This is an optimization exercise on Yosys and OpenROAD, whose aim is small area, a short achievable clock period and few clock cycles per item, not a production implementation.
Where RTL was checked, it was by simulation tests only, not by an equivalence proof against the original.

==> flow/design.v (excerpt) <==
module dit_fft_8 (
    input  logic         clk,
    input  logic         RST_N,
    input  logic         write,
    input  logic         start,
    input  logic [dit_fft_8_pkg::W-1:0] in0_r, in1_r, in2_r, in3_r, in4_r, in5_r, in6_r, in7_r,
    input  logic [dit_fft_8_pkg::W-1:0] in0_i, in1_i, in2_i, in3_i, in4_i, in5_i, in6_i, in7_i,
    output logic [dit_fft_8_pkg::W-1:0] out0_r, out1_r, out2_r, out3_r, out4_r, out5_r, out6_r, out7_r,
    output logic [dit_fft_8_pkg::W-1:0] out0_i, out1_i, out2_i, out3_i, out4_i, out5_i, out6_i, out7_i,
    output logic         ready
);
    logic                    start_q, launch, busy;
    logic [7:0][15:0]        in_r, in_i, res_r, res_i;
    logic [7:0][15:0]        yp_r, yp_i;      
    logic [7:0]              sg_r, sg_i;      
    logic [7:0]              ng_r, ng_i;      
    logic [7:0][17:0]        b_r, b_i;        
    logic [7:0][17:0]        frm_r, frm_i;    
    logic [7:0][19:0]        x_r, x_i;        
    logic [7:0][19:0]        res_tr, res_ti;  
    assign in_r = {in7_r, in6_r, in5_r, in4_r, in3_r, in2_r, in1_r, in0_r};
    assign in_i = {in7_i, in6_i, in5_i, in4_i, in3_i, in2_i, in1_i, in0_i};
    assign {out7_r, out6_r, out5_r, out4_r, out3_r, out2_r, out1_r, out0_r} = res_r;
    assign {out7_i, out6_i, out5_i, out4_i, out3_i, out2_i, out1_i, out0_i} = res_i;
    assign launch = start & ~start_q;
    always_ff @(posedge clk or posedge RST_N) begin
        if (RST_N) start_q <= 1'b0;
        else       start_q <= start;
    end
    always_comb begin
        for (int n = 0; n < 8; n++) begin
            sg_r[n] = in_r[n][15];
            sg_i[n] = in_i[n][15];
            ng_r[n] = ~in_r[n][15];
            ng_i[n] = ~in_i[n][15];
            yp_r[n] = {in_r[n][15], in_r[n][14:0] ^ {15{in_r[n][15]}}};
            yp_i[n] = {in_i[n][15], in_i[n][14:0] ^ {15{in_i[n][15]}}};
        end
    end
  ...
Size: about 9,000 cells after synthesis, ~520 I/O pins, roughly 80,000 um^2 of cells after synthesis.
==> flow/config.mk <==
export PLATFORM = sky130hd
export DESIGN_NAME = dit_fft_8
export DESIGN_NICKNAME = dit_fft_8
export VERILOG_FILES = /design/flow/design.v
export SDC_FILE = /design/flow/constraint.sdc
export NUM_CORES = 4
export LEC_CHECK = 0
export CAP_MARGIN = 20
export CORE_MARGIN = 2
export CORE_UTILIZATION = 40
export SLEW_MARGIN = 20
==> flow/constraint.sdc <==
create_clock -name core_clock -period 11.0 [get_ports {clk}]
set_input_delay 2.2000 -clock core_clock [delete_from_list [all_inputs] [get_ports {clk}]]
set_output_delay 2.2000 -clock core_clock [all_outputs]
set_load 0.01 [all_outputs]
run.sh (not shown) runs the stock make flow with config.mk's settings and CLKGATE_MAP_FILE= SYNTH_SCRIPT=/design/flow/synth_recipe.tcl, a recipe that flattens the netlist after the stock synthesis.
Next try:
Settings changed: ABC_AREA set to 1.
Final area goes up by 14%.
Wire length goes up by 18%.
Worst setup slack gets better by 1400 ps.
Count of clock-buffer cells in the layout goes down by 13.
Next try:
Settings changed: ABC_AREA 1 to unset, SETUP_SLACK_MARGIN set to 4.5.
The new run ran to the end with no violations.
Non-clock buffer count came out higher by 77.
Sequential cell count does not change.
Area after synthesis came out lower by about a fifth.
Worst setup slack loses 230 ps.
Global-route usage came out lower by 1.0 points.
Design area came out lower by roughly a tenth.
First-iteration DRC count came out lower by a quarter to a third.
Wire length came out lower by about a fifth.
No functional check of the RTL was part of any run of this note.

* * *

dit_fft_8, a different RTL version from the one above (not shown whole).
Size: roughly 12000 cells after synthesis, about 600 flip-flops, ~88000 µm² of cells after synthesis.
==> flow/config.mk <==
export PLATFORM = sky130hd
export DESIGN_NAME = dit_fft_8
export DESIGN_NICKNAME = dit_fft_8
export VERILOG_FILES = /design/flow/design.v
export SDC_FILE = /design/flow/constraint.sdc
export NUM_CORES = 4
export LEC_CHECK = 0
export ABC_AREA = 1
export CAP_MARGIN = 20
export CORE_MARGIN = 2
export CORE_UTILIZATION = 40
export SLEW_MARGIN = 20
==> flow/constraint.sdc <==
create_clock -name core_clock -period 11.0 [get_ports {clk}]
set_input_delay 2.2000 -clock core_clock [delete_from_list [all_inputs] [get_ports {clk}]]
set_output_delay 2.2000 -clock core_clock [all_outputs]
set_load 0.01 [all_outputs]
standard.sh (not shown) runs the stock make flow with config.mk's settings and CLKGATE_MAP_FILE= SYNTH_SCRIPT=/design/flow/synth_recipe.tcl, a recipe that flattens the netlist after the stock synthesis.
==> flow/flow/run.sh <==
#!/bin/bash
# The standard layout, except that the port buffers are buf_2 cells rather than the cell
# buffer_ports picks by default (a clkdlybuf4s50_1 delay cell), and timing repair aims at a
# setup slack of 5.75 ns. The make run's full output goes to flow_make.log here; ORFS keeps each
# step's own log under orfs/logs/.
set -euo pipefail
export BUFFER_PORTS_ARGS="-buffer_cell sky130_fd_sc_hd__buf_2"
export SETUP_SLACK_MARGIN=5.75
bash standard.sh > flow_make.log 2>&1
The starting point passed the timing, design-rule and antenna checks.
Testbench counts at the start, summed over its fixed seeds: cycles 1,920, items 960.
Next try:
--- a/flow/flow/run.sh
+++ b/flow/flow/run.sh
@@ -4 +4 @@
-# setup slack of 5.75 ns. The make run's full output goes to flow_make.log here; ORFS keeps each
+# setup slack of 6.0 ns. The make run's full output goes to flow_make.log here; ORFS keeps each
@@ -8 +8 @@
-export SETUP_SLACK_MARGIN=5.75
+export SETUP_SLACK_MARGIN=6.0
=> Synthesized cell count is unchanged; cell area came out higher by 9.2%; worst setup slack improves by 0.026 ns; register-to-register slack got worse by 0.06 ns; cell count increases by 1.5%.

* * *

Another version of the RTL of dit_fft_8 (not shown whole).
Size: roughly 600 flip-flops, ~520 I/O pins.
==> flow/config.mk <==
export PLATFORM = sky130hd
export DESIGN_NAME = dit_fft_8
export DESIGN_NICKNAME = dit_fft_8
export VERILOG_FILES = /design/flow/design.v
export SDC_FILE = /design/flow/constraint.sdc
export NUM_CORES = 4
export LEC_CHECK = 0
export CAP_MARGIN = 20
export CORE_MARGIN = 2
export CORE_UTILIZATION = 60
export PLACE_DENSITY = 0.7
export SETUP_SLACK_MARGIN = 5
export SLEW_MARGIN = 20
==> flow/constraint.sdc <==
create_clock -name core_clock -period 11.0 [get_ports {clk}]
set_input_delay 2.2000 -clock core_clock [delete_from_list [all_inputs] [get_ports {clk}]]
set_output_delay 2.2000 -clock core_clock [all_outputs]
set_load 0.01 [all_outputs]
run.sh (not shown) runs the stock make flow with config.mk's settings and CLKGATE_MAP_FILE= SYNTH_SCRIPT=/design/flow/synth_recipe.tcl, a recipe that flattens the netlist after the stock synthesis.
Stock flow here: none of the scripts above is used.
Testbench counts at the start, summed over its fixed seeds: cycles 1,920, items 960.
Change:
==> flow/flow/run.sh (new file) <==
#!/bin/bash
# The standard layout, except that the port buffers are buf_2 cells rather than the cell
# buffer_ports picks by default (a clkdlybuf4s50_1 delay cell). The make run's full output goes
# to flow_make.log here; ORFS keeps each step's own log under orfs/logs/.
set -euo pipefail
export BUFFER_PORTS_ARGS="-buffer_cell sky130_fd_sc_hd__buf_2"
bash standard.sh > flow_make.log 2>&1
==> flow/standard.sh (new file) <==
#!/bin/bash
# synth_recipe.tcl (not shown) runs the flow's synth.tcl, then flattens the netlist and writes it again
# the make line also repeats each setting of config.mk as NAME=value (left out here)
make -C /OpenROAD-flow-scripts/flow DESIGN_CONFIG=/design/flow/config.mk WORK_HOME=/design/flow/orfs CLKGATE_MAP_FILE= SYNTH_SCRIPT=/design/flow/synth_recipe.tcl "${@:-finish}"
CORE_UTILIZATION = 40   (was 60)
PLACE_DENSITY = default   (was 0.7)
removed: flow/run.sh
Effect: The changed run passed the timing, design-rule and antenna checks; critical path depth fell by 1; final area is lower by a few percent; synthesized area stays the same; wire length barely changes; global-route usage goes down by 13 points; fmax came out higher slightly; utilization falls by 27 points.
Change:
==> flow/flow/run.sh (replaced) <==
#!/bin/bash
# The standard layout, except that the port buffers are buf_2 cells rather than the cell
# buffer_ports picks by default (a clkdlybuf4s50_1 delay cell), and timing repair aims at a
# setup slack of 6.5 ns. The make run's full output goes to flow_make.log here; ORFS keeps each
# step's own log under orfs/logs/.
set -euo pipefail
export BUFFER_PORTS_ARGS="-buffer_cell sky130_fd_sc_hd__buf_2"
export SETUP_SLACK_MARGIN=6.5
bash standard.sh > flow_make.log 2>&1
SETUP_SLACK_MARGIN = default   (was 5)
What happened:
- count of clock-buffer cells in the layout came out higher by 6
- final cell count came out higher by a few percent
- first-iteration DRC count came out lower by a few percent
- wire length came out higher by a little under a tenth
- cell area came out higher by about a fifth
- worst hold slack gets worse by 7.5 ps

## static timing again, ports no longer ideal
The flow's constraints put no driver on any port. The routed layouts listed below were extracted and timed again, unchanged, in two steps. Step 1 sets driving cells, clkbuf_16 on the clock port and buf_2 on the other inputs (assumed; they add their load-dependent delay and slew). Step 2 times the ports against the registers' clock, not the clock port: input delays grow and output delays shrink by t, the midpoint of the rising clock arrivals with the driver on. a / b / c = ideal / step 1 / step 2; a / b = the first two.
run | shift t [ns] | setup WS [ns] | pins driven straight from the clock port
the first run of note 1 | 0.810 | 3.473 / 3.476 / 2.665 | 1
the second run of note 1 | 0.827 | 4.829 / 4.907 / 4.080 | 1
the third run of note 1 | 0.782 | 4.599 / 4.560 / 3.884 | 1
the first run of note 2 | 0.816 | 5.749 / 5.824 / 5.008 | 1
the second run of note 2 | 0.808 | 5.775 / 5.775 / 5.239 | 1
the first run of note 3 | 0.770 | 4.672 / 4.589 / 4.321 | 1
the second run of note 3 | 0.812 | 4.768 / 4.670 / 4.231 | 1
the third run of note 3 | 0.787 | 4.707 / 4.672 / 4.546 | 1
After both steps every run listed still meets setup and hold. For the first run of note 1, which loses most, drivers alone change the setup slack by +0.003 ns; drivers and shift together by -0.808 ns.
